Context: an optimization exercise on an open-source flow, tuned for small area. The choices shown serve that exercise and are no tape-out recipe. The RTL was checked by simulation tests, not by an equivalence proof against the original design. No activity file was given, so power comes from the tool's default toggle rates.

[design.v]
`default_nettype none
package mem_pkg;
    typedef enum logic [1:0] {
        bus_none  = 2'd0,
        bus_load  = 2'd1,
        bus_store = 2'd2
    } bus_cmd_t;
    typedef enum logic {
        mem_read  = 1'b0,
        mem_write = 1'b1
    } mem_op_t;
    typedef logic [32-1:0]           mem_addr_t;
    typedef logic [4-1:0]   mem_tag_t;
    typedef logic [8*8-1:0]  mem_block_t;   
endpackage
`default_nettype wire
`default_nettype none
package dcache_pkg;
    typedef logic [32-1:0]           dc_addr_t;
    localparam int offset_bits = $clog2(8);
    localparam int index_bits  = $clog2(16);
    localparam int tag_bits    = 32 - index_bits - offset_bits;
    typedef enum logic [1:0] {
        size_byte = 2'd0,
        size_half = 2'd1,
        size_word = 2'd2
    } access_size_t;
    typedef enum logic [1:0] {
        st_ready     = 2'd0,
        st_wait_mshr = 2'd1,   
        st_wait      = 2'd2    
    } dc_state_t;
    typedef logic [offset_bits-1:0] block_offset_t;
    typedef logic [index_bits-1:0]  line_index_t;
    typedef logic [tag_bits-1:0]    line_tag_t;
    typedef struct packed {
        logic                valid;
        logic                dirty;
        line_tag_t           tag;
        logic [8*8-1:0] block;
    } cache_line_t;
    typedef struct packed {
        logic                valid;
        logic                op;
        logic [32-1:0] line_addr;
        logic [4-1:0] tag;         
        logic [8*8-1:0] block;
    } mshr_entry_t;
    typedef struct packed {
        logic                valid;
        logic [32-1:0] line_addr;
        logic [8*8-1:0] block;
    } fill_t;
    function automatic logic [8*8-1:0] merge_store(
        input logic [8*8-1:0] block,
        input block_offset_t           offset,
        input access_size_t            size,
        input logic [32-1:0]     wdata
    );
        logic [8*8-1:0] merged;
        merged = block;
        case (size)
            2'd0: merged[8*offset +: 8] = wdata[7:0];
            2'd1: merged[8*{offset[offset_bits-1:1], 1'b0} +: 16] = wdata[15:0];
            default:   merged[8*{offset[offset_bits-1:2], 2'b00} +: 32] = wdata[31:0];
        endcase
        merge_store = merged;
    endfunction
    function automatic logic [32-1:0] load_field(
        input logic [8*8-1:0] block,
        input block_offset_t       offset,
        input access_size_t        size
    );
        logic [32-1:0] field;
        field = '0;
        case (size)
            2'd0: field[7:0]  = block[8*offset +: 8];
            2'd1: field[15:0] = block[8*{offset[offset_bits-1:1], 1'b0} +: 16];
            default:   field[31:0] = block[8*{offset[offset_bits-1:2], 2'b00} +: 32];
        endcase
        load_field = field;
    endfunction
endpackage
`default_nettype wire
`timescale 1ns/1ns
`default_nettype none
module dcache
(
    input  wire logic                     clock,
    input  wire logic                     reset,
    input  wire logic                     req_valid,
    input  wire mem_pkg::mem_op_t         req_op,
    input  wire dcache_pkg::access_size_t req_size,
    input  wire mem_pkg::mem_addr_t       req_addr,
    input  wire logic [32-1:0]      req_wdata,
    output logic                          stall,
    output logic                          resp_valid,
    output logic [32-1:0]           resp_data,
    output mem_pkg::bus_cmd_t             mem_command,
    output mem_pkg::mem_addr_t            mem_addr,
    output mem_pkg::mem_block_t           mem_wdata,
    input  wire mem_pkg::mem_tag_t        mem_accept_tag,
    input  wire mem_pkg::mem_block_t      mem_rdata,
    input  wire mem_pkg::mem_tag_t        mem_resp_tag
);
    localparam int NL = 16;
    localparam int NB = 3;    
    logic        wt_q;        
    logic        wm_q;        
    logic        rd_acc_q;    
    logic [1:0]  rd_slot_q;   
    logic        held_op;
    logic [1:0]  held_size;
    logic [31:0] held_addr;
    logic [NL-1:0]        lv_q;      
    logic [NL-1:0]        ld_q;      
    logic [NL-1:0][24:0]  lt_q;      
    logic [NL-1:0][63:0]  lb_q;      
    logic [NB-1:0]        bv_q;      
    logic [NB-1:0][1:0]   bs_q;      
    logic [NB-1:0][28:0]  ba_q;      
    logic [NB-1:0][63:0]  bd_q;      
    logic        ready;
    logic        w_op;
    logic [1:0]  w_size;
    logic [31:0] w_addr;
    logic [31:0] w_wdata;
    logic [3:0]  w_idx;
    logic [24:0] w_tag;
    logic [2:0]  w_off;
    assign ready   = !wt_q && !wm_q;
    assign stall   = !ready;
    assign w_op    = (ready & req_op)               | (!ready & held_op);
    assign w_size  = ({2{ready}} & req_size)        | ({2{!ready}} & held_size);
    assign w_addr  = ({32{ready}} & req_addr)       | ({32{!ready}} & held_addr);
    assign w_wdata = ({32{ready}} & req_wdata)      | ({32{!ready}} & resp_data);   
    assign w_idx   = w_addr[6:3];
    assign w_tag   = w_addr[31:7];
    assign w_off   = w_addr[2:0];
    logic [NL-1:0] dec;
    always_comb begin
        for (int l = 0; l < NL; l++) dec[l] = (w_idx == 4'(l));
    end
    logic        r_valid, r_dirty;
    logic [24:0] r_tag;
    logic [63:0] r_block;
    always_comb begin
        r_valid = 1'b0;
        r_dirty = 1'b0;
        r_tag   = '0;
        r_block = '0;
        for (int l = 0; l < NL; l++) begin
            r_valid = r_valid | (dec[l] & lv_q[l]);
            r_dirty = r_dirty | (dec[l] & ld_q[l]);
            r_tag   = r_tag   | ({25{dec[l]}} & lt_q[l]);
            r_block = r_block | ({64{dec[l]}} & lb_q[l]);
        end
    end
    logic hit;
    assign hit = r_valid && (r_tag == req_addr[31:7]);   
    logic [NB-1:0] fm;
    logic          fwd_hit;
    logic [63:0]   fwd_block;
    always_comb begin
        fwd_block = '0;
        for (int k = 0; k < NB; k++) begin
            fm[k] = bv_q[k] && (ba_q[k] == req_addr[31:3]);
            fwd_block = fwd_block | ({64{fm[k]}} & bd_q[k]);
        end
        fwd_hit = |fm;
    end
    logic [NB-1:0] first;
    always_comb begin
        for (int k = 0; k < NB; k++) begin
            first[k] = bv_q[k];
            for (int j = 0; j < NB; j++)
                if (j != k && bv_q[j] && bs_q[j] < bs_q[k]) first[k] = 1'b0;
        end
    end
    logic any_wb, all_wb, issue_rd, acc;
    assign any_wb   = |bv_q;
    assign all_wb   = &bv_q;
    assign issue_rd = wt_q && !rd_acc_q;
    assign acc      = (mem_accept_tag != 4'd0);
    always_comb begin
        mem_wdata = '0;
        mem_addr  = '0;
        for (int k = 0; k < NB; k++) begin
            mem_wdata       = mem_wdata | ({64{first[k]}} & bd_q[k]);
            mem_addr[31:3]  = mem_addr[31:3] | ({29{first[k]}} & ba_q[k]);
        end
        if (!any_wb) mem_addr[31:3] = held_addr[31:3];
        mem_command = any_wb ? mem_pkg::bus_store : (issue_rd ? mem_pkg::bus_load : mem_pkg::bus_none);
    end
    logic take, fill, write_hit, fwd_install, miss, inst, evict;
    assign take        = ready && req_valid;
    assign write_hit   = take && hit && (req_op == mem_pkg::mem_write);
    assign fwd_install = take && !hit && fwd_hit;
    assign miss        = take && !hit && !fwd_hit;
    assign fill        = wt_q && rd_acc_q && (mem_resp_tag != 4'd0);
    assign inst        = fill || fwd_install;
    assign evict       = inst && r_valid && r_dirty;
    logic alloc;    
    assign alloc = (miss && !all_wb) || (wm_q && !all_wb);
    logic [NB-1:0] bv_keep;
    always_comb begin
        for (int k = 0; k < NB; k++)
            bv_keep[k] = bv_q[k] && !(first[k] && acc) && !(fm[k] && fwd_install);
    end
    logic [3:0] occ;
    logic [1:0] free_slot;
    always_comb begin
        for (int i = 0; i < 4; i++) begin
            occ[i] = wt_q && !fill && (rd_slot_q == 2'(i));
            for (int k = 0; k < NB; k++)
                if (bv_keep[k] && bs_q[k] == 2'(i)) occ[i] = 1'b1;
        end
        free_slot = !occ[0] ? 2'd0 : !occ[1] ? 2'd1 : !occ[2] ? 2'd2 : 2'd3;
    end
    logic [NB-1:0] nb;
    always_comb begin
        nb[0] = !bv_keep[0];
        nb[1] = bv_keep[0] && !bv_keep[1];
        nb[2] = bv_keep[0] && bv_keep[1];
    end
    logic [7:0]  st_be;
    logic [31:0] st_word;
    always_comb begin
        st_be = '0;
        case (w_size)
            2'd0: st_be[w_off] = 1'b1;
            2'd1: st_be[{w_off[2:1], 1'b0} +: 2] = 2'b11;
            default: st_be[{w_off[2], 2'b00} +: 4] = 4'b1111;
        endcase
        if (w_op != mem_pkg::mem_write) st_be = '0;
        case (w_size)
            2'd0: st_word = {4{w_wdata[7:0]}};
            2'd1: st_word = {2{w_wdata[15:0]}};
            default: st_word = w_wdata;
        endcase
    end
    logic [63:0] base, wbus;
    assign base = fill ? mem_rdata : fwd_block;
    always_comb begin
        for (int b = 0; b < 8; b++)
            wbus[8*b +: 8] = st_be[b] ? st_word[8*(b%4) +: 8] : base[8*b +: 8];
    end
    logic [7:0] be;
    always_comb begin
        for (int b = 0; b < 8; b++) be[b] = inst || (write_hit && st_be[b]);
    end
    logic dirty_new;
    assign dirty_new = !fill || (w_op == mem_pkg::mem_write);
    always_ff @(posedge clock) begin
        for (int l = 0; l < NL; l++) begin
            if (reset) lv_q[l] <= 1'b0;
            else if (inst && dec[l]) lv_q[l] <= 1'b1;
            if (inst && dec[l]) lt_q[l] <= w_tag;
            if ((inst || write_hit) && dec[l]) ld_q[l] <= dirty_new;
            for (int b = 0; b < 8; b++)
                if (be[b] && dec[l]) lb_q[l][8*b +: 8] <= wbus[8*b +: 8];
        end
    end
    always_ff @(posedge clock) begin
        for (int k = 0; k < NB; k++) begin
            if (reset) bv_q[k] <= 1'b0;
            else bv_q[k] <= bv_keep[k] || (evict && nb[k]);
            if (evict && nb[k]) begin
                bs_q[k] <= free_slot;
                ba_q[k] <= {r_tag, w_idx};
                bd_q[k] <= r_block;
            end
        end
    end
    always_ff @(posedge clock) begin
        if (reset) begin
            wt_q <= 1'b0;
            wm_q <= 1'b0;
        end else begin
            wt_q <= alloc || (wt_q && !fill);
            wm_q <= (miss && all_wb) || (wm_q && all_wb);
        end
        if (alloc) begin
            rd_slot_q <= free_slot;
            rd_acc_q  <= 1'b0;
        end else if (issue_rd && !any_wb && acc) begin
            rd_acc_q  <= 1'b1;
        end
    end
    always_ff @(posedge clock) begin
        held_op    <= w_op;
        held_size  <= w_size;
        held_addr  <= w_addr;
    end
    logic [63:0] rblk;
    logic [31:0] rword;
    logic [31:0] field;
    assign rblk  = (ready && hit) ? r_block : base;
    assign rword = w_off[2] ? rblk[63:32] : rblk[31:0];
    always_comb begin
        field = '0;
        case (w_size)
            2'd0: field[7:0]  = rword[8*w_off[1:0] +: 8];
            2'd1: field[15:0] = rword[16*w_off[1] +: 16];
            default: field = rword;
        endcase
    end
    logic resp_keep;    
    assign resp_keep = ready ? ((w_op == mem_pkg::mem_write) && !hit && !fwd_hit) : !fill;
    always_ff @(posedge clock) begin
        if (reset) resp_valid <= 1'b0;
        else       resp_valid <= (take && (hit || fwd_hit)) || fill;
        resp_data <= ({32{resp_keep}} & w_wdata) |
                     ({32{!resp_keep && (w_op != mem_pkg::mem_write)}} & field);
    end
endmodule
`default_nettype wire
[flow/run.sh]
#!/bin/bash
# The standard flow (standard.sh) with three changes:
#  - synthesis is the standard one, except for the final ABC technology
#    mapping: it is run with each of the area-oriented scripts flow/*.abc
#    and the smallest result is kept (registers are mapped before ABC runs,
#    so they are the standard synthesis's)
#  - port buffers use the smallest buffer cell
#  - clock tree: no dummy loads, explicit leaf clustering
set -euo pipefail
W=$(pwd)
cat > my_synth.tcl <<T
proc abc {args} {
  set i [lsearch -exact \$args -script]
  yosys design -save pre_abc
  set best ""
  set best_area 1e30
  foreach s [lsort [glob $W/flow/*.abc]] {
    yosys design -load pre_abc
    lset args [expr {\$i + 1}] \$s
    yosys abc {*}\$args
    yosys opt_clean -purge
    set st [tee -q -s result.string stat {*}\$::lib_args]
    regexp {Chip area for module [^:]*: ([0-9.]+)} \$st -> area
    puts "ABC script \$s: area \$area"
    if { \$area < \$best_area } { set best_area \$area; set best \$s }
  }
  puts "ABC script chosen: \$best (area \$best_area)"
  yosys design -load pre_abc
  lset args [expr {\$i + 1}] \$best
  yosys abc {*}\$args
}
source $W/synth_recipe.tcl
T
sed "s#SYNTH_SCRIPT=[^ ]*#SYNTH_SCRIPT=$W/my_synth.tcl#" standard.sh > my_standard.sh
grep -q "SYNTH_SCRIPT=$W/my_synth.tcl" my_standard.sh
export BUFFER_PORTS_ARGS="-buffer_cell sky130_fd_sc_hd__buf_1"
export CTS_ARGS="-sink_clustering_enable -repair_clock_nets -dont_use_dummy_load -buf_list sky130_fd_sc_hd__clkbuf_8 -sink_clustering_size 14 -sink_clustering_max_diameter 60"
bash my_standard.sh > standard.log 2>&1
[flow/b11.abc]
&get -n
&st
&dc2
&st
&dch -f
&nf -a -p -R 1000
&st
&dch -f
&nf -a -p -R 1000
&put
topo
stime -c
[flow/b13.abc]
&get -n
&st
&dch
&nf -a -p -R 1000
&st
&dch
&nf -a -p -R 1000
&put
topo
stime -c
[flow/b6.abc]
&get -n
&st
&dch -f
&nf -a -p -R 1000
&st
&dch -f
&nf -a -p -R 1000
&put
topo
stime -c
[flow/b7.abc]
&get -n
&st
&dch -f
&nf -a -p -R 1000
&st
&dch -f
&nf -a -p -R 1000
&st
&dch -f
&nf -a -p -R 1000
&put
topo
stime -c
[standard.sh]
#!/bin/bash
# synth_recipe.tcl (not shown) runs the flow's synth.tcl, then flattens the netlist and writes it again
# the make line also repeats each setting of config.mk as NAME=value (left out here)
make -C /OpenROAD-flow-scripts/flow DESIGN_CONFIG=/design/flow/config.mk WORK_HOME=/design/flow/orfs CLKGATE_MAP_FILE= SYNTH_SCRIPT=/design/flow/synth_recipe.tcl "${@:-finish}"
[config.mk]
export PLATFORM = sky130hd
export DESIGN_NAME = dcache
export DESIGN_NICKNAME = dcache
export VERILOG_FILES = /design/flow/design.v
export SDC_FILE = /design/flow/constraint.sdc
export NUM_CORES = 8
export LEC_CHECK = 0
export CAP_MARGIN = 20
export CORE_MARGIN = 2
export CORE_UTILIZATION = 60
export PLACE_DENSITY = 0.7
export SLEW_MARGIN = 20
[constraint.sdc]
create_clock -name core_clock -period 10.0 [get_ports {clock}]
set_input_delay 2.0000 -clock core_clock [delete_from_list [all_inputs] [get_ports {clock}]]
set_output_delay 2.0000 -clock core_clock [all_outputs]
set_load 0.01 [all_outputs]
==> impl_results.md, run 1 <==
* Nets at 4966
* Worst hold path type: reg -> reg
* Internal Power at 10.4 mW
* Initial DRT Pass Iterations at 13
* Clk buf depth at 3
* Starting density of the core at 60.4%
* Post-DRT Antenna Nets at 0
* Top cells by area, synth: edfxtp_1 75%, a222oi_1 5.4%, a22oi_1 2.7%, dfxtp_1 2.6%, nor2_1 1.8%
* Pwr per Cell Area at 183 nW/µm²
* Final hold vios at 0
* Max stage delay on crit path at 820 ps
* Status: no timing/DRC/antenna violations
* Largest net degree at the start of global routing at 126
* Hold path endpoint: lv_q[4]
* Via-to-Cell Ratio at 7.43
* RSZ-0062 raised after global routing: false
* Crit Path Max Fanout at 21
* Register-to-Register Path Depth at 24
* Distinct cell type count after synthesis at 51
* Maximum vdd ir drop at 0.120 mV
* MaxCap Viol Count at 0
* Synth Flop Type: edfxtp_1
* Seq/Total Area, Yosys at 77.8%
* Final setup vio count at 0
* First-pass GRT wire length at 330 mm
* Synth area leader: edfxtp_1
* Final period utilization at 89.9%
* TritonCTS Sinks at 1817
* Post-Syn Area at 69000 µm²
* Slew Limit Fails at 0
* Post_cts resized at 0
* Post-synth EDFFs at 1727
* Initial antenna violation count at 9
* Flop-to-flop setup slack at 1320 ps
* Clock network power share at 26.3%
* Top-area cell type share of the netlist area at 75.2%
* Number of global-route vias before repair at 44100
* Avg WL per Cell at 37.6 µm
* Die Y at 343 µm
* Switching share of power at 25.8%
* CTS tree: yes
* Core Rows at 124
* WS Path Type: in -> reg
* Leakage power at 23.2 nW
* Flop pwr share at 61.8%
* Buf/Inv on CP at 5
* Die Width at 343 µm
* Area of the multi-input gates at 15200 µm²
* Synth warn at 1
* Share of cells above drive strength 1 at 9.62%
* Hold path cells at 2
* FF-to-FF End: resp_data[12]
* All-Layer GR Usage at 40.1%
* Die ar. at 118000 µm²
* Critical Path RT at 10560 ps
* Crit path max-delay family: simple AND/OR/NAND/NOR gates
* R2r startpoint: wm_q
* Synth Instances at 4179
* Iteration-0 DRC Markers at 10400
* Post-Route WL at 238 mm
* # hold bufs at CTS at 0
* Post-CTS setup buffer count at 0
* Cell at the slowest stage of the critical path: nor2_4
* Worst Tran Pin Value at 1250 ps
* CORE AREA at 114000 µm²
* Register bit total from synthesis at 1817
* Hold slack at 479 ps
* WP data arrival at 9550 ps
* DRC violations left at 0
* HPWL after detailed placement at 155 mm
* Tightest slew margin relative to the limit at 16.6%
* Hold wc startpoint: lv_q[4]
* Setup crit end kind: register
* Min Tclk post-route at 8990 ps
* Final WS setup at 1010 ps
* Pre-CTS WS at 650 ps
* Root Buffer: clkbuf_8
* Clock latency on the worst-skew pair at 910 ps
* Combinational group share of total power at 11.9%
* Critical-path cell list: buf_1, nor2_1, or2_0, clkinv_1, nand2_1, nor2_4, buf_4, a221oi_1, nand4_1, o2bb2ai_1, nor4_1, nand4_1, nor4_1, nand4_1, buf_4, nor2_4, buf_4, mux2i_1, nor2_1, a21oi_1, nand2_1, nand2_1, o21ai_0
* Clock transition at path regs at 90 ps
* Via count at 47000
* Port Buffers at 270
* Startpoint types: input pin
* Layout filler cell count at 7947
* Area Growth Syn to Fin at 10.5%
* CTS buffer count at 154
* Ports at 274
* H-tree levels at 4
* GP Congestion at 0.973
* Reg area at 53700 µm²
* Switching pwr at 3.61 mW
* Highest Clock Rate at 111 MHz
* Setup Skew at 82.7 ps
* Synthesized area per cell at 16.5 µm²
* Global route overflow at 0
* Fraction of registers with async set/reset at 0%
[how the worst max path moves through the flow]
stage / cells past startpoint / slack [ps] / endpoint / start
2_1_floorplan: 18 / -60 / lt_q[50] / wt_q
3_3_place_gp: 23 / 630 / resp_data[12] / req_addr[5]
3_5_place_dp: 23 / 650 / resp_data[12] / req_addr[5]
4_1_cts: 23 / 1540 / resp_data[12] / req_addr[5]
5_1_grt: 23 / 950 / resp_data[12] / req_addr[5]
6_report: 23 / 1010 / resp_data[12] / req_addr[5]
[Yosys cell counts, types with 2 or more instances]
cell type and n:
a21boi_0 3, a21o_1 3, a21oi_1 91, a221oi_1 80
a222oi_1 371, a22o_1 75, a22oi_1 251, a2bb2oi_1 7
a31oi_1 3, and2_0 13, and3_1 32, and4_1 63
buf_4 4, clkinv_1 146, dfxtp_1 90, edfxtp_1 1727
ha_1 9, mux2_1 19, mux2i_1 82, nand2_1 306
nand2b_1 22, nand3_1 42, nand4_1 74, nor2_1 340
nor2b_1 6, nor3_1 25, nor4_1 16, o2111ai_1 2
o211ai_1 6, o21ai_0 147, o22ai_1 46, o2bb2ai_1 12
o31a_1 3, o31ai_1 5, or2_0 6, xnor2_1 17
xor2_1 21
[registers in the layout, indices dropped and copies added, names as in the netlist]
name / count
rd_acc_q: 1
bv_q: 3
ld_q: 16
lt_q: 400
ba_q: 87
lv_q: 16
bs_q: 6
resp_data: 32
held_addr: 32
lb_q: 1024
wt_q: 1
wm_q: 1
bd_q: 192
held_op: 1
resp_valid: 1
rd_slot_q: 2
held_size: 2
[worst register-to-register path, delay by kind of cell, from the launching register on]
family / cells / cell delay (ps)
simple gates: 14 / 4390
buf+inv: 5 / 1710
compound gates: 4 / 1440
mux: 1 / 460
flops: 1 / 360
[cell families after synthesis]
kind of cell,share of synthesized area [%]
xor+xnor,0.482
fa+ha+maj,0.163
simple gates,6.38
compound gates,12.9
flops,77.8
other cells,0.00543
buf+inv,0.838
mux,1.50
[cell usage in the layout, fill, tap and decap left out, types with 14 or more instances in the layout]
master       n
clkbuf_8   154
clkinv_1   145
mux2i_1     72
nor2_1     311
a221oi_1    80
o22ai_1     46
a22oi_1    251
and4_1      63
o21ai_0    130
nand3_1     42
a21oi_2     16
nor2_2      16
nand2b_1    22
buf_12      14
dfxtp_1     90
nand2_1    306
mux2_1      19
buf_4      194
a21oi_1     74
xor2_1      21
xnor2_1     17
buf_1      270
and3_1      30
nand4_1     74
a222oi_1   371
edfxtp_1  1727
nor4_1      15
a22o_1      75
[layout make-up]
type	count	share of cell area (%)
antenna	3	0.00984
clock buffer	154	2.78
inverter	146	0.720
multi-input combinational	2214	20.0
sequential	1817	70.4
tap	1512	2.48
timing repair buffer	482	3.66
[through the flow]
stage / std cells / cell area, µm² / power, mW / util, % / setup TNS, ps
after global routing: 6328 / 76300 / 14.2 / 66.8 / 0
after detailed placement: 6165 / 74000 / 10.4 / 64.8 / 0
final: 6328 / 76300 / 14.0 / 66.8 / 0
after CTS: 6319 / 76100 / 13.8 / 66.7 / 0
after floorplan: 4181 / 69200 / 9.56 / - / -17620
after global placement: 6163 / 73900 / 10.3 / 64.7 / 0
[layer usage]
metal | vias up | GRT usage [%] | share of wire (%)
met5 | - | 0 | 0.019
met4 | 6 | 18.5 | 5.4
met3 | 641 | 12.5 | 17
met2 | 4501 | 57.7 | 43
met1 | 23100 | 56.6 | 35
li1 | 18800 | - | -
[power groups by stage]
stage          combinational [mW]  clock [mW]  sequential (mW)
2_1_floorplan               0.767           0             8.79
3_5_place_dp                 1.57           0             8.80
6_report                     1.66        3.67             8.63
5_1_grt                      1.70        3.89             8.64
3_3_place_gp                 1.54           0             8.80
4_1_cts                      1.57        3.65             8.63
==> inputs of run 2 (changes only) <==
--- a/config.mk
+++ b/config.mk
@@ -7,6 +7,6 @@
 export LEC_CHECK = 0
 export CAP_MARGIN = 20
 export CORE_MARGIN = 2
-export CORE_UTILIZATION = 60
-export PLACE_DENSITY = 0.7
+export CORE_UTILIZATION = 70
+export PLACE_DENSITY = 0.8
 export SLEW_MARGIN = 20
==> run 2 against run 1 <==
Effect of this change: synthesized cell count stayed put; clock-buffer cell count is 4 lower; die area fell by 14%; clock skew fell by 2.0 ps; design area is 0.56% lower; non-clock buffer count unchanged; combinational power about the same; critical path depth shrank 3; via count increased by 2.9%; routed wire length decreased by 1.3%; critical path type unchanged; largest cell class unchanged; highest routed layer unchanged.
==> impl_results.md, run 2 <==
* Biggest register: lb_q
* Starting density of the core at 70.4% (+10 points)
* All-Layer GR Usage at 46.1% (+6.0 points)
* Main combinational cell family by area after synthesis: compound AO/OA/AOI/OAI gates
* Highest Clock Rate at 120 MHz (+7.7%)
* Largest net degree at the start of global routing at 79 (-37%)
* WP data arrival at 8840 ps (-710 ps)
* Number of global-route vias before repair at 45600 (+3.4%)
* Final hold vios at 0 (unchanged)
* H-tree levels at 4 (unchanged)
* Post-synthesis xor/xnor area fraction at 0.482% (unchanged)
* Synth area leader: edfxtp_1
* Met2 GRT Util at 66.3% (+8.6 points)
* RSZ-0062 raised after global routing: false
* Startpoint types: input pin
* Ports at 274 (unchanged)
* Crit Path Max Fanout at 18 (-14%)
* Distinct cell type count after synthesis at 51 (unchanged)
* Port Buffers at 270 (unchanged)
* Most frequent cells in the layout: 1727 x edfxtp_1, 371 x a222oi_1, 306 x nand2_1
* Root Buffer: clkbuf_8
* Iteration-0 DRC Markers at 11900 (+14%)
* Final period utilization at 83.5% (-6.4 points)
* Tightest slew margin relative to the limit at 16.4% (-0.19 points)
* Critical Path RT at 10480 ps (-80 ps)
* Avg WL per Cell at 38.4 µm (+2.3%)
* Clock latency on the worst-skew pair at 900 ps (about the same)
* Met3 GRT Util at 18.3% (+5.8 points)
* MaxCap Viol Count at 0 (unchanged)
* Status: no timing/DRC/antenna violations
* Met1 Use GR at 61.5% (+4.9 points)
* Worst hold path type: reg -> reg
* Fraction of the mapped netlist area in simple logic gates at 6.38% (unchanged)
* First-pass GRT wire length at 328 mm (-0.58%)
* Setup crit end kind: register
* Clk buf depth at 3 (unchanged)
* Max FFs per register at 1024 (unchanged)
* Most common cell after layout, fill and taps aside: edfxtp_1
* Post-DRT Antenna Nets at 0 (unchanged)
* CTS buffer count at 150 (-2.6%)
* Layout filler cell count at 5571 (-30%)
* Total power at 13.9 mW (-0.41%)
* Core Rows at 115 (-7.3%)
* Share of cells above drive strength 1 at 9.48% (-0.14 points)
* Slew Limit Fails at 0 (unchanged)
* Clock transition at path regs at 90 ps (about the same)
* HPWL after detailed placement at 152 mm (-2.2%)
* Hold slack at 482 ps (+2.58 ps)
* Largest registers: lb_q x1024, lt_q x400, bd_q x192
* CTS tree: yes
* # hold bufs at CTS at 0 (unchanged)
* Via count at 48400 (+2.9%)
* GP Congestion at 0.997 (+2.4%)
* Die ar. at 101000 µm² (-14%)
* Post-Syn Area at 69000 µm² (unchanged)
* Nets at 4962 (-0.081%)
* Post-synth EDFFs at 1727 (unchanged)
* Post-synthesis compound-gate area fraction at 12.9% (unchanged)
* Initial DRT Pass Iterations at 13 (unchanged)
* Setup Skew at 80.7 ps (-1.96 ps)
* Final setup vio count at 0 (unchanged)
* Fraction of registers with async set/reset at 0% (unchanged)
* DRC violations left at 0 (unchanged)
* Final setup TNS at 0 ps (unchanged)
* Min Tclk post-route at 8350 ps (-639 ps)
* Die Y at 318 µm (-7.3%)
* Multiplexer area fraction after synthesis at 1.50% (unchanged)
* Die Width at 318 µm (-7.3%)
* Top-area cell type share of the netlist area at 75.2% (unchanged)
* Area Growth Syn to Fin at 9.91%
* Hold path cells at 2 (unchanged)
* Most Crowded Layer GR: met2
* Via-to-Cell Ratio at 7.92 (+6.6%)
* Seq/Total Area, Yosys at 77.8% (unchanged)
* Register-to-Register Path Depth at 21 (-13%)
* Synth Flop Type: edfxtp_1
* Global route overflow at 0 (unchanged)
* CORE AREA at 98000 µm² (-14%)
* Post-synthesis adder-cell area fraction at 0.163% (unchanged)
* WS Path Type: in -> reg
* Post-synth top cells: 1727 x edfxtp_1, 371 x a222oi_1, 340 x nor2_1
* Top-count cell post-synth: edfxtp_1
* Post-Route WL at 235 mm (-1.3%)
* Synthesized area per cell at 16.5 µm² (unchanged)
* Worst Tran Pin Value at 1250 ps (-1.72 ps)
* Post-CTS setup buffer count at 0 (unchanged)
* Maximum vdd ir drop at 0.173 mV (+44%)
* Post_cts resized at 0 (unchanged)
* Initial antenna violation count at 10 (+1)
* Pwr per Cell Area at 183 nW/µm² (+0.14%)
* Synth warn at 1 (unchanged)
* TritonCTS Sinks at 1817 (unchanged)
* Register bit total from synthesis at 1817 (unchanged)
* Top cells by area, synth: edfxtp_1 75%, a222oi_1 5.4%, a22oi_1 2.7%, dfxtp_1 2.6%, nor2_1 1.8%
* Synth Instances at 4179 (unchanged)
* Leakage power at 23.2 nW (-0.28%)
* Fin util at 77.4% (+11 points)
run 2: changes by cell type in the layout (fill, tap and decap cells not counted), sizes merged:
cell	before	now
clkbuf	156	150
buf	480	482
diode	3	9
run 2: final cells by class:
cell class | instances | area [µm²] | share of cell area, %
flip-flops and latches | 1817 | 53700 | 70.8
well taps | 1287 | 1610 | 2.12
inverters | 146 | 549 | 0.724
multi-input cells | 2214 | 15200 | 20.1
repair buffers | 482 | 2700 | 3.56
clock buffers | 150 | 2060 | 2.72
diodes | 9 | 22.5 | 0.0297
run 2: path summary, 6_finish.rpt:
check / start / end / slack [ps]
setup / recovery: req_addr[5] / lb_q[650] / 1650
hold / removal: lv_q[7] / lv_q[7] / 480
hold reg to reg: lv_q[7] / lv_q[7] / 480
setup reg to reg: wt_q / lb_q[650] / 1880
run 2: worst max-delay path: stages:
cell and delay [ps]:
buf_1 280, nor2_1 80, or2_0 470, clkinv_1 200
nand2_1 320, nor3_4 790, buf_4 500, buf_4 350
a22oi_1 110, and4_1 220, nand4_1 260, a22o_1 190
nor4_1 60, nand4_1 290, and3_1 410, a21oi_2 120
o21a_1 410, nand2b_1 570, buf_4 370, nor2_1 770
run 2: stage by stage:
step | cells | worst slack [ps] | instance area (µm²)
3_3_place_gp | 5939 | 1060 | 73500
5_1_grt | 6100 | 1410 | 75800
3_5_place_dp | 5945 | 829 | 73600
2_1_floorplan | 4181 | -59.6 | 69200
6_report | 6105 | 1650 | 75800
4_1_cts | 6095 | 1720 | 75700
run 2: cell families after synthesis:
family	count (synthesis)
DFF	1817
AOI/OAI and AO/OA	1114
and+or+nand+nor	949
buffers and inverters	150
muxes	101
xor gates and xnor gates	38
adders and majority gates	9
other	1
run 2: layer usage:
metal / vias to the layer above / part of all wire (%)
met5: - / 0.11
met4: 18 / 6.6
met3: 960 / 19
met2: 5405 / 43
met1: 23200 / 31
li1: 18800 / -
run 2: power breakdown:
group	switching [mW]	internal (mW)	leakage, nW	total (mW)
Clock	2.26	1.34	1.08	3.60
Sequential	0.0605	8.58	16.3	8.64
Combinational	1.26	0.401	5.81	1.66
==> inputs of run 3 (changes only) <==
--- a/flow/run.sh
+++ b/flow/run.sh
@@ -34,5 +34,5 @@
 sed "s#SYNTH_SCRIPT=[^ ]*#SYNTH_SCRIPT=$W/my_synth.tcl#" standard.sh > my_standard.sh
 grep -q "SYNTH_SCRIPT=$W/my_synth.tcl" my_standard.sh
 export BUFFER_PORTS_ARGS="-buffer_cell sky130_fd_sc_hd__buf_1"
-export CTS_ARGS="-sink_clustering_enable -repair_clock_nets -dont_use_dummy_load -buf_list sky130_fd_sc_hd__clkbuf_8 -sink_clustering_size 14 -sink_clustering_max_diameter 60"
+export CTS_ARGS="-sink_clustering_enable -repair_clock_nets -dont_use_dummy_load -buf_list sky130_fd_sc_hd__clkbuf_8 -sink_clustering_size 16 -sink_clustering_max_diameter 60"
 bash my_standard.sh > standard.log 2>&1
==> run 3 against run 2 <==
Effect of this change: design area is 0.28% lower; synthesized area stayed put; routed wire length is 0.41% lower; power is 1.3% lower; critical path type unchanged; critical endpoint is now lb_q[543].
==> impl_results.md, run 3 <==
* Distinct cell type count after synthesis at 51 (unchanged)
* Synth area leader: edfxtp_1
* Leakage power at 23.1 nW (-0.46%)
* Via count at 48000 (-0.81%)
* Layout filler cell count at 5622 (+0.92%)
* Largest net degree at the start of global routing at 79 (unchanged)
* Crit Path Max Fanout at 18 (unchanged)
* CTS tree: yes
* Hold slack at 481 ps (-0.497 ps)
* Fin util at 77.2% (-0.22 points)
* Startpoint types: input pin
* CTS buffer count at 135 (-10%)
* Highest Clock Rate at 117 MHz (-2.0%)
* Maximum vdd ir drop at 0.159 mV (-8.5%)
* CORE AREA at 98000 µm² (unchanged)
* Top-count cell post-synth: edfxtp_1
* Clock transition at path regs at 100 ps (about the same)
* Setup crit end kind: register
* Post-synth EDFFs at 1727 (unchanged)
* Max stage delay on crit path at 780 ps (about the same)
* Number of global-route vias before repair at 45400 (-0.35%)
* Final period utilization at 85.2% (+1.7 points)
* Avg WL per Cell at 38.4 µm (-0.15%)
* First-pass GRT wire length at 326 mm (-0.48%)
* WP data arrival at 9000 ps (+160 ps)
* Final hold vios at 0 (unchanged)
* Tightest slew margin relative to the limit at 11.4% (-5.0 points)
* Worst hold path type: reg -> reg
* Status: no timing/DRC/antenna violations
* MaxCap Viol Count at 0 (unchanged)
* DRC violations left at 0 (unchanged)
* Fraction of registers with async set/reset at 0% (unchanged)
* Post-DRT Antenna Nets at 0 (unchanged)
* Starting density of the core at 70.4% (unchanged)
* TritonCTS Sinks at 1817 (unchanged)
* Worst Tran Pin Value at 1330 ps (+79.7 ps)
* Core Rows at 115 (unchanged)
* Max FFs per register at 1024 (unchanged)
* Critical-path cell list: buf_1, nor2_1, or2_0, clkinv_1, nand2_1, nor3_4, buf_4, buf_4, a22oi_1, and4_1, nand4_1, o22ai_1, nor4_1, nand4_1, and3_1, a21oi_2, o21a_1, nand2b_1, nor2_1
* Min Tclk post-route at 8520 ps (+170 ps)
* Seq/Total Area, Yosys at 77.8% (unchanged)
* Total power at 13.7 mW (-1.3%)
* Port Buffers at 270 (unchanged)
* RSZ-0062 raised after global routing: false
* Global route overflow at 0 (unchanged)
* Pwr per Cell Area at 181 nW/µm² (-1.0%)
* Root Buffer: clkbuf_8
* Area Growth Syn to Fin at 9.61%
* Post-Route WL at 234 mm (-0.41%)
* Clock latency on the worst-skew pair at 890 ps (about the same)
* Synth Flop Type: edfxtp_1
* Cell at the slowest stage of the critical path: nor3_4
* Post-synth top cells: 1727 x edfxtp_1, 371 x a222oi_1, 340 x nor2_1
* Die Y at 318 µm (unchanged)
* Die ar. at 101000 µm² (unchanged)
* Synthesized area per cell at 16.5 µm² (unchanged)
* Slew Limit Fails at 0 (unchanged)
* Critical Path RT at 10470 ps (about the same)
* GP Congestion at 0.997 (unchanged)
* Initial DRT Pass Iterations at 13 (unchanged)
* Share of cells above drive strength 1 at 9.18% (-0.30 points)
* Biggest register: lb_q
* Most common cell after layout, fill and taps aside: edfxtp_1
* Clk buf depth at 3 (unchanged)
* Post-CTS setup buffer count at 0 (unchanged)
* Post-Syn Area at 69000 µm² (unchanged)
* Largest registers: lb_q x1024, lt_q x400, bd_q x192
* Post_cts resized at 0 (unchanged)
* # hold bufs at CTS at 0 (unchanged)
* Synth warn at 1 (unchanged)
* Nets at 4947 (-0.30%)
* Top-area cell type share of the netlist area at 75.2% (unchanged)
* Initial antenna violation count at 6 (-4)
* Iteration-0 DRC Markers at 12500 (+5.2%)
* H-tree levels at 4 (unchanged)
* Most frequent cells in the layout: 1727 x edfxtp_1, 371 x a222oi_1, 306 x nand2_1
* Top cells by area, synth: edfxtp_1 75%, a222oi_1 5.4%, a22oi_1 2.7%, dfxtp_1 2.6%, nor2_1 1.8%
* HPWL after detailed placement at 152 mm (unchanged)
* Final setup vio count at 0 (unchanged)
* Setup Skew at 70.8 ps (-9.86 ps)
* Via-to-Cell Ratio at 7.88 (-0.55%)
* Register bit total from synthesis at 1817 (unchanged)
* WS Path Type: in -> reg
* Die Width at 318 µm (unchanged)
* Ports at 274 (unchanged)
* Synth Instances at 4179 (unchanged)
* All-Layer GR Usage at 45.9% (-0.14 points)
-- run 3: cell counts after synthesis --
No cell type changed its count.
-- run 3: area by class of cell --
type / count / area (µm²) / share of cell area, %
Sequential cell: 1817 / 53700 / 71.0
Multi-Input combinational cell: 2214 / 15200 / 20.1
Timing Repair Buffer: 482 / 2700 / 3.57
Clock buffer: 135 / 1860 / 2.46
Tap cell: 1287 / 1610 / 2.13
Inverter: 146 / 549 / 0.726
Antenna cell: 8 / 20.0 / 0.0265
-- run 3: final timing paths --
path	from	end	slack (ps)	depth (start not counted)
worst min-delay path	lv_q[7]	lv_q[7]	480	2
worst max-delay path	req_addr[5]	lb_q[543]	1480	19
worst max register to register	wt_q	lb_q[543]	1730	20
worst min register to register	lv_q[7]	lv_q[7]	480	2
-- run 3: cell families (layout without fill, tap and decap cells) --
| group | after synthesis | count (layout) | synth area share [%] |
|---|---|---|---|
| AOI/OAI and AO/OA | 1114 | 1114 | 12.9 |
| and+or+nand+nor | 949 | 949 | 6.38 |
| DFF | 1817 | 1817 | 77.8 |
| xor gates and xnor gates | 38 | 38 | 0.482 |
| muxes | 101 | 101 | 1.50 |
| adders and majority gates | 9 | 9 | 0.163 |
| other | 1 | 11 | 0.00543 |
| buffers and inverters | 150 | 763 | 0.838 |
-- run 3: through the flow --
| step | std cells | worst slack, ps | instance area [µm²] | setup TNS, ps |
|---|---|---|---|---|
| floorplan | 4181 | -59.6 | 69200 | -17620 |
| global placement | 5939 | 1060 | 73500 | 0 |
| detailed placement | 5945 | 829 | 73600 | 0 |
| CTS | 6080 | 1710 | 75500 | 0 |
| global route | 6085 | 1400 | 75600 | 0 |
| finish | 6089 | 1480 | 75600 | 0 |
-- run 3: critical path: cells and delay by family --
family	cells	cell delay, ps
AO/OA/AOI/OAI	4	1060
buffers and inverters	4	1330
AND/OR/NAND/NOR	11	4550
-- run 3: power by group --
part | total, mW | switching (mW) | internal, mW | leakage (nW)
Clock | 3.43 | 2.21 | 1.21 | 0.971
Combinational | 1.66 | 1.25 | 0.401 | 5.81
Sequential | 8.64 | 0.0615 | 8.58 | 16.3
-- run 3: per-layer routing --
layer  vias up  track usage [%]  part of all wire (%)
met2      5367             65.8                    43
met3       896             18.0                    19
met5         -            0.142                 0.011
li1      18800                -                     -
met1     22900             61.5                    31
met4         4             24.4                   6.6

## separate check: timing with driven ports
No port has a modelled driver above. Below, the same layouts with a new extraction and two added sets of constraints.
Step 1, drivers: a clkbuf_16 drives clock and a buf_2 each remaining input, both assumed.
Step 2, shift: input delay + t, output delay - t, t = (earliest + latest rising clock arrival at the registers) / 2. This alone moves slack from input paths to output paths.
Slacks: ideal ports / drivers / drivers and shift; pairs: ideal ports / drivers.
run | t, ns | setup WS [ns] | latest minus earliest clock arrival (ns) | slew at the worst register clock pin (ns)
run 1 | 0.948 | 1.007 / 1.055 / 0.107 | 0.084 / 0.084 | 0.10 / 0.10
run 2 | 0.939 | 1.646 / 1.696 / 0.758 | 0.081 / 0.081 | 0.10 / 0.10
run 3 | 0.934 | 1.476 / 1.526 / 0.592 | 0.071 / 0.071 | 0.11 / 0.11
After both steps setup and hold are still met in every run listed. The setup slack of run 1, which loses most, moves by +0.048 ns with the drivers and by -0.900 ns with both steps.
